Context: an optimization exercise on an open-source flow, tuned for small area. The choices shown serve that exercise and are no tape-out recipe.
Only simulation tests tie the RTL to the original design; equivalence was not proved.

==> inputs of job 9030 <==
==> flow/design.v <==
module lsrs_unit (
	input  logic        clk,
	input  logic        rst_n,
	input  logic        i_iq_valid,
	input  logic [3:0]  i_iq_tag,
	input  logic [3:0]  i_iq_base_tag,
	input  logic [31:0] i_iq_base_value,
	input  logic [3:0]  i_iq_data_tag,
	input  logic [31:0] i_iq_data_value,
	input  logic [11:0] i_iq_imm,
	input  logic        i_iq_is_store,
	input  logic        i_cdb_valid,
	input  logic [3:0]  i_cdb_tag,
	input  logic [31:0] i_cdb_data,
	input  logic        i_mu_ready,
	output logic        o_iq_ready,
	output logic        o_mu_valid,
	output logic [3:0]  o_mu_tag,
	output logic        o_mu_is_store,
	output logic [31:0] o_mu_addr,
	output logic [31:0] o_mu_wdata
);
	logic [7:0]        valid;    
	logic [7:0]        res;      
	logic [7:0]        bpend;    
	logic [7:0][31:0]  areg;     
	logic [7:0][11:0]  imm;
	logic [7:0][3:0]   tag;
	logic [3:0]        dpend;    
	logic [3:0][31:0]  wdata;    
	logic [3:0][3:0]   ld_sdep;  
	logic [3:0][3:0]   st_ldep;  
	logic [3:0][3:0]   st_sdep;  
	logic [7:0][2:0]   rank;
	logic [1:0]        ld_ptr;
	logic [1:0]        st_ptr;
	logic              lock_valid;
	logic              lock_st;
	logic [1:0]        lock_idx;
	logic       ld_full, st_full;
	logic [1:0] ld_free, st_free;
	logic       push;
	logic [7:0] alloc;
	logic       b_hit, d_hit;
	logic [31:0] b_val, d_val;
	assign ld_full = &valid[3:0];
	assign st_full = &valid[7:4];
	always_comb begin
		ld_free = 2'd0;
		st_free = 2'd0;
		for (int i = 3; i >= 0; i--) begin
			if (!valid[i]) ld_free = 2'(i);
			if (!valid[4+i]) st_free = 2'(i);
		end
	end
	assign o_iq_ready = i_iq_is_store ? !st_full : !ld_full;
	assign push = i_iq_valid && o_iq_ready;
	always_comb begin
		for (int i = 0; i < 4; i++) begin
			alloc[i]   = push && !i_iq_is_store && (ld_free == 2'(i));
			alloc[4+i] = push && i_iq_is_store && (st_free == 2'(i));
		end
	end
	assign b_hit = i_cdb_valid && (i_iq_base_tag != 4'd0) && (i_iq_base_tag == i_cdb_tag);
	assign d_hit = i_cdb_valid && (i_iq_data_tag != 4'd0) && (i_iq_data_tag == i_cdb_tag);
	assign b_val[31:4] = b_hit ? i_cdb_data[31:4] : i_iq_base_value[31:4];
	assign b_val[3:0]  = b_hit ? i_cdb_data[3:0]
		: (i_iq_base_tag != 4'd0) ? i_iq_base_tag : i_iq_base_value[3:0];
	assign d_val[31:4] = d_hit ? i_cdb_data[31:4] : i_iq_data_value[31:4];
	assign d_val[3:0]  = d_hit ? i_cdb_data[3:0]
		: (i_iq_data_tag != 4'd0) ? i_iq_data_tag : i_iq_data_value[3:0];
	logic [7:0] hsel;
	logic       pop;
	logic [7:0] popv;
	logic [31:0] h_areg;
	logic [11:0] h_imm;
	logic [31:0] addr;
	logic [7:0] eq;
	logic [7:0] unres;
	logic [3:0] n_unres;
	logic [2:0] new_rank;
	assign unres = valid & ~res;
	always_comb begin
		n_unres = '0;
		for (int i = 0; i < 8; i++) n_unres = n_unres + 4'(unres[i]);
		for (int i = 0; i < 8; i++) hsel[i] = unres[i] && (rank[i] == 3'd0);
	end
	assign pop = |(hsel & ~bpend);
	assign new_rank = 3'(n_unres) - 3'(pop);
	assign popv = pop ? hsel : 8'd0;
	m_head u_head(.hsel(hsel), .areg(areg), .imm(imm), .addr(addr));
	m_cmp u_cmp(.areg(areg), .addr(addr), .eq(eq));
	logic [7:0] b_snoop;
	logic [3:0] d_snoop;
	always_comb begin
		for (int i = 0; i < 8; i++)
			b_snoop[i] = i_cdb_valid && valid[i] && bpend[i] && (areg[i][3:0] == i_cdb_tag);
		for (int i = 0; i < 4; i++)
			d_snoop[i] = i_cdb_valid && valid[4+i] && dpend[i] && (wdata[i][3:0] == i_cdb_tag);
	end
	logic [3:0] ld_rdy, st_rdy;
	logic [1:0] ld_pick, st_pick;
	logic       sel_st;
	logic [1:0] sel_idx;
	logic [7:0] osel;
	logic       hs;
	logic [3:0] grant_ld, grant_st;
	always_comb begin
		for (int i = 0; i < 4; i++) begin
			ld_rdy[i] = valid[i] && res[i] && (ld_sdep[i] == 4'd0);
			st_rdy[i] = valid[4+i] && res[4+i] && (st_ldep[i] == 4'd0) && (st_sdep[i] == 4'd0)
				&& !dpend[i];
		end
	end
	function automatic logic [1:0] rr_pick(input logic [3:0] req, input logic [1:0] ptr);
		logic found;
		rr_pick = ptr;
		found = 1'b0;
		for (int k = 0; k < 4; k++) begin
			if (!found && req[2'(ptr + 2'(k))]) begin
				rr_pick = 2'(ptr + 2'(k));
				found = 1'b1;
			end
		end
	endfunction
	assign ld_pick = rr_pick(ld_rdy, ld_ptr);
	assign st_pick = rr_pick(st_rdy, st_ptr);
	always_comb begin
		if (lock_valid) begin
			sel_st = lock_st;
			sel_idx = lock_idx;
		end else if (|ld_rdy) begin
			sel_st = 1'b0;
			sel_idx = ld_pick;
		end else begin
			sel_st = 1'b1;
			sel_idx = st_pick;
		end
		for (int i = 0; i < 8; i++) osel[i] = ({sel_st, sel_idx} == 3'(i));
	end
	assign o_mu_valid = lock_valid || (|ld_rdy) || (|st_rdy);
	assign o_mu_is_store = sel_st;
	assign hs = o_mu_valid && i_mu_ready;
	assign grant_ld = hs ? osel[3:0] : 4'd0;
	assign grant_st = hs ? osel[7:4] : 4'd0;
	m_out u_out(.osel(osel), .areg(areg), .tag(tag), .wdata(wdata), .o_mu_addr(o_mu_addr), .o_mu_tag(o_mu_tag), .o_mu_wdata(o_mu_wdata));
	always_ff @(posedge clk or negedge rst_n) begin
		if (!rst_n) begin
			valid <= '0;
			ld_ptr <= '0;
			st_ptr <= '0;
			lock_valid <= 1'b0;
		end else begin
			valid <= (valid | alloc) & ~{grant_st, grant_ld};
			lock_valid <= o_mu_valid && !i_mu_ready;
			if (hs && !sel_st) ld_ptr <= sel_idx + 2'd1;
			if (hs && sel_st) st_ptr <= sel_idx + 2'd1;
		end
	end
	always_ff @(posedge clk) begin
		lock_st <= sel_st;
		lock_idx <= sel_idx;
		for (int i = 0; i < 8; i++) begin
			if (alloc[i]) rank[i] <= new_rank;
			else if (pop) rank[i] <= rank[i] - 3'd1;
		end
		for (int i = 0; i < 8; i++) begin
			if (alloc[i]) begin
				res[i] <= 1'b0;
				bpend[i] <= (i_iq_base_tag != 4'd0) && !b_hit;
				imm[i] <= i_iq_imm;
				tag[i] <= i_iq_tag;
			end else if (popv[i]) begin
				res[i] <= 1'b1;
			end else if (b_snoop[i]) begin
				bpend[i] <= 1'b0;
			end
			areg[i] <= ({32{alloc[i]}} & b_val) | ({32{popv[i]}} & addr)
				| ({32{b_snoop[i] & ~alloc[i]}} & i_cdb_data)
				| ({32{~(alloc[i] | popv[i] | b_snoop[i])}} & areg[i]);
		end
		for (int i = 0; i < 4; i++) begin
			if (alloc[4+i]) begin
				dpend[i] <= (i_iq_data_tag != 4'd0) && !d_hit;
			end else if (d_snoop[i]) begin
				dpend[i] <= 1'b0;
			end
			wdata[i] <= ({32{alloc[4+i]}} & d_val) | ({32{d_snoop[i] & ~alloc[4+i]}} & i_cdb_data)
				| ({32{~(alloc[4+i] | d_snoop[i])}} & wdata[i]);
		end
		for (int k = 0; k < 4; k++) begin
			if (popv[k]) begin
				ld_sdep[k] <= eq[7:4] & res[7:4] & valid[7:4] & ~grant_st;
			end else begin
				ld_sdep[k] <= ld_sdep[k] & ~grant_st;
			end
			if (popv[4+k]) begin
				st_ldep[k] <= eq[3:0] & res[3:0] & valid[3:0] & ~grant_ld;
				st_sdep[k] <= eq[7:4] & res[7:4] & valid[7:4] & ~grant_st;
				st_sdep[k][k] <= 1'b0;  
			end else begin
				st_ldep[k] <= st_ldep[k] & ~grant_ld;
				st_sdep[k] <= st_sdep[k] & ~grant_st;
				st_sdep[k][k] <= 1'b0;
			end
		end
	end
endmodule
module m_head(input logic [7:0] hsel, input logic [7:0][31:0] areg, input logic [7:0][11:0] imm, output logic [31:0] addr);
	logic [31:0] h_areg; logic [11:0] h_imm;
	always_comb begin
		h_areg = '0;
		h_imm = '0;
		for (int i = 0; i < 8; i++) begin
			h_areg = h_areg | ({32{hsel[i]}} & areg[i]);
			h_imm = h_imm | ({12{hsel[i]}} & imm[i]);
		end
	end
	logic [12:0] lo;
	logic inc, dec, all1, all0;
	assign lo = {1'b0, h_areg[11:0]} + {1'b0, h_imm};
	assign inc = lo[12] & ~h_imm[11];
	assign dec = ~lo[12] & h_imm[11];
	always_comb begin
		all1 = 1'b1;
		all0 = 1'b1;
		addr[11:0] = lo[11:0];
		for (int i = 12; i < 32; i++) begin
			addr[i] = h_areg[i] ^ ((inc & all1) | (dec & all0));
			all1 = all1 & h_areg[i];
			all0 = all0 & ~h_areg[i];
		end
	end
endmodule
module m_cmp(input logic [7:0][31:0] areg, input logic [31:0] addr, output logic [7:0] eq);
	always_comb begin
		for (int i = 0; i < 8; i++) eq[i] = (areg[i] == addr);
	end
endmodule
module m_out(input logic [7:0] osel, input logic [7:0][31:0] areg, input logic [7:0][3:0] tag, input logic [3:0][31:0] wdata,
	output logic [31:0] o_mu_addr, output logic [3:0] o_mu_tag, output logic [31:0] o_mu_wdata);
	always_comb begin
		o_mu_addr = '0;
		o_mu_tag = '0;
		for (int i = 0; i < 8; i++) begin
			o_mu_addr = o_mu_addr | ({32{osel[i]}} & areg[i]);
			o_mu_tag = o_mu_tag | ({4{osel[i]}} & tag[i]);
		end
		o_mu_wdata = '0;
		for (int i = 0; i < 4; i++) o_mu_wdata = o_mu_wdata | ({32{osel[4+i]}} & wdata[i]);
	end
endmodule
==> flow/flow/run.sh <==
#!/bin/bash
# The standard layout (standard.sh, unchanged synthesis), with two changes to the layout:
# the port buffers are buf_1, and the clock tree is built from clkbuf_4/clkbuf_8 without dummy
# loads. Everything make prints goes to standard.log in this folder; ORFS's own per-step logs stay
# under orfs/logs.
set -uo pipefail
export BUFFER_PORTS_ARGS="-buffer_cell sky130_fd_sc_hd__buf_1"
export CTS_ARGS="-sink_clustering_enable -repair_clock_nets -buf_list {sky130_fd_sc_hd__clkbuf_8} -sink_clustering_size 16 -sink_clustering_max_diameter 60 -dont_use_dummy_load"
bash standard.sh > standard.log 2>&1
==> flow/standard.sh <==
#!/bin/bash
# synth_recipe.tcl (not shown) runs the flow's synth.tcl, then flattens the netlist and writes it again
# the make line also repeats each setting of config.mk as NAME=value (left out here)
make -C /OpenROAD-flow-scripts/flow DESIGN_CONFIG=/design/flow/config.mk WORK_HOME=/design/flow/orfs CLKGATE_MAP_FILE= SYNTH_SCRIPT=/design/flow/synth_recipe.tcl "${@:-finish}"
==> flow/config.mk <==
export PLATFORM = sky130hd
export DESIGN_NAME = lsrs_unit
export DESIGN_NICKNAME = lsrs_unit
export VERILOG_FILES = /design/flow/design.v
export SDC_FILE = /design/flow/constraint.sdc
export NUM_CORES = 4
export LEC_CHECK = 0
export CAP_MARGIN = 20
export CORE_MARGIN = 2
export CORE_UTILIZATION = 50
export SETUP_SLACK_MARGIN = 0.08
export SLEW_MARGIN = 20
export SYNTH_HIERARCHICAL = 1
export SYNTH_MINIMUM_KEEP_SIZE = 0
==> flow/constraint.sdc <==
create_clock -name core_clock -period 7.0 [get_ports {clk}]
set_input_delay 1.4000 -clock core_clock [delete_from_list [all_inputs] [get_ports {clk}]]
set_output_delay 1.4000 -clock core_clock [all_outputs]
set_load 0.01 [all_outputs]
==> inputs of job 8604, as changes to job 9030 <==
--- a/flow/design.v
+++ b/flow/design.v
@@ -83,11 +83,19 @@
 	always_comb begin
 		n_unres = '0;
 		for (int i = 0; i < 8; i++) n_unres = n_unres + 4'(unres[i]);
-		for (int i = 0; i < 8; i++) hsel[i] = unres[i] && (rank[i] == 3'd0);
 	end
 	assign pop = |(hsel & ~bpend);
 	assign new_rank = 3'(n_unres) - 3'(pop);
 	assign popv = pop ? hsel : 8'd0;
+	logic [7:0][2:0] rank_n;
+	logic [7:0] res_n, hsel_n;
+	always_comb begin
+		for (int i = 0; i < 8; i++) begin
+			rank_n[i] = alloc[i] ? new_rank : pop ? rank[i] - 3'd1 : rank[i];
+			res_n[i] = alloc[i] ? 1'b0 : popv[i] ? 1'b1 : res[i];
+			hsel_n[i] = (valid[i] | alloc[i]) && !res_n[i] && (rank_n[i] == 3'd0);
+		end
+	end
 	m_head u_head(.hsel(hsel), .areg(areg), .imm(imm), .addr(addr));
 	m_cmp u_cmp(.areg(areg), .addr(addr), .eq(eq));
 	logic [7:0] b_snoop;
@@ -147,11 +155,13 @@
 	always_ff @(posedge clk or negedge rst_n) begin
 		if (!rst_n) begin
 			valid <= '0;
+			hsel <= '0;
 			ld_ptr <= '0;
 			st_ptr <= '0;
 			lock_valid <= 1'b0;
 		end else begin
 			valid <= (valid | alloc) & ~{grant_st, grant_ld};
+			hsel <= hsel_n;
 			lock_valid <= o_mu_valid && !i_mu_ready;
 			if (hs && !sel_st) ld_ptr <= sel_idx + 2'd1;
 			if (hs && sel_st) st_ptr <= sel_idx + 2'd1;
@@ -161,8 +171,7 @@
 		lock_st <= sel_st;
 		lock_idx <= sel_idx;
 		for (int i = 0; i < 8; i++) begin
-			if (alloc[i]) rank[i] <= new_rank;
-			else if (pop) rank[i] <= rank[i] - 3'd1;
+			rank[i] <= rank_n[i];
 		end
 		for (int i = 0; i < 8; i++) begin
 			if (alloc[i]) begin
Settings changed: SETUP_SLACK_MARGIN 0.08 to unset.
==> qor summary <==
	job 8604	job 9030
Sequential cell area fraction in the yosys report	40.9%	41.6%
Vias after detailed routing	33000	32800
Distinct cell type count after synthesis	76	68
Count of inverters other than clock inverters in the layout	166	167
Fraction of met3 tracks used by global routing	12.1%	13.1%
Status	no timing/DRC/antenna violations	no timing/DRC/antenna violations
Worst hold start	st_sdep[1]	wdata[101]
Category of the most critical setup path	flop to primary output	flop to flop
Mean Syn Cell Area	9.98 um2	10.0 um2
F_max	145 MHz	147 MHz
Number of antenna violations at the first check in global routing	4	9
Sequential portion of the cell area	38.3%	38.0%
Area of combinational cells with multiple inputs	18100 um2	17900 um2
Average vias per placed instance	7.62	7.57
Met1 WL	60900 um	58700 um
Signed area change from the synthesized netlist to the final layout	6.89%	9.38%
Final clock skew	0.0804 ns	0.117 ns

## port drivers added, routing unchanged
No port has a modelled driver above. Below, the same layouts with a new extraction and two added sets of constraints. Step 1, drivers: a clkbuf_16 drives clk and a buf_2 each remaining input, both assumed. Step 2 moves the port delays by t, midway between the first and last clock arrival at a register: inputs arrive t later, outputs are due t later. That takes back most of the time a late clock gives input paths. a / b / c = no drivers / after step 1 / after step 2; a / b = the first two.
run | t (ns) | setup slack, ns | worst hold slack (ns)
job 9030 | 0.765 | 0.199 / 0.199 / 0.199 | 0.473 / 0.473 / 0.473
job 8604 | 0.778 | 0.115 / 0.045 / 0.373 | 0.463 / 0.463 / 0.463
After both steps setup and hold are still met in every run listed.
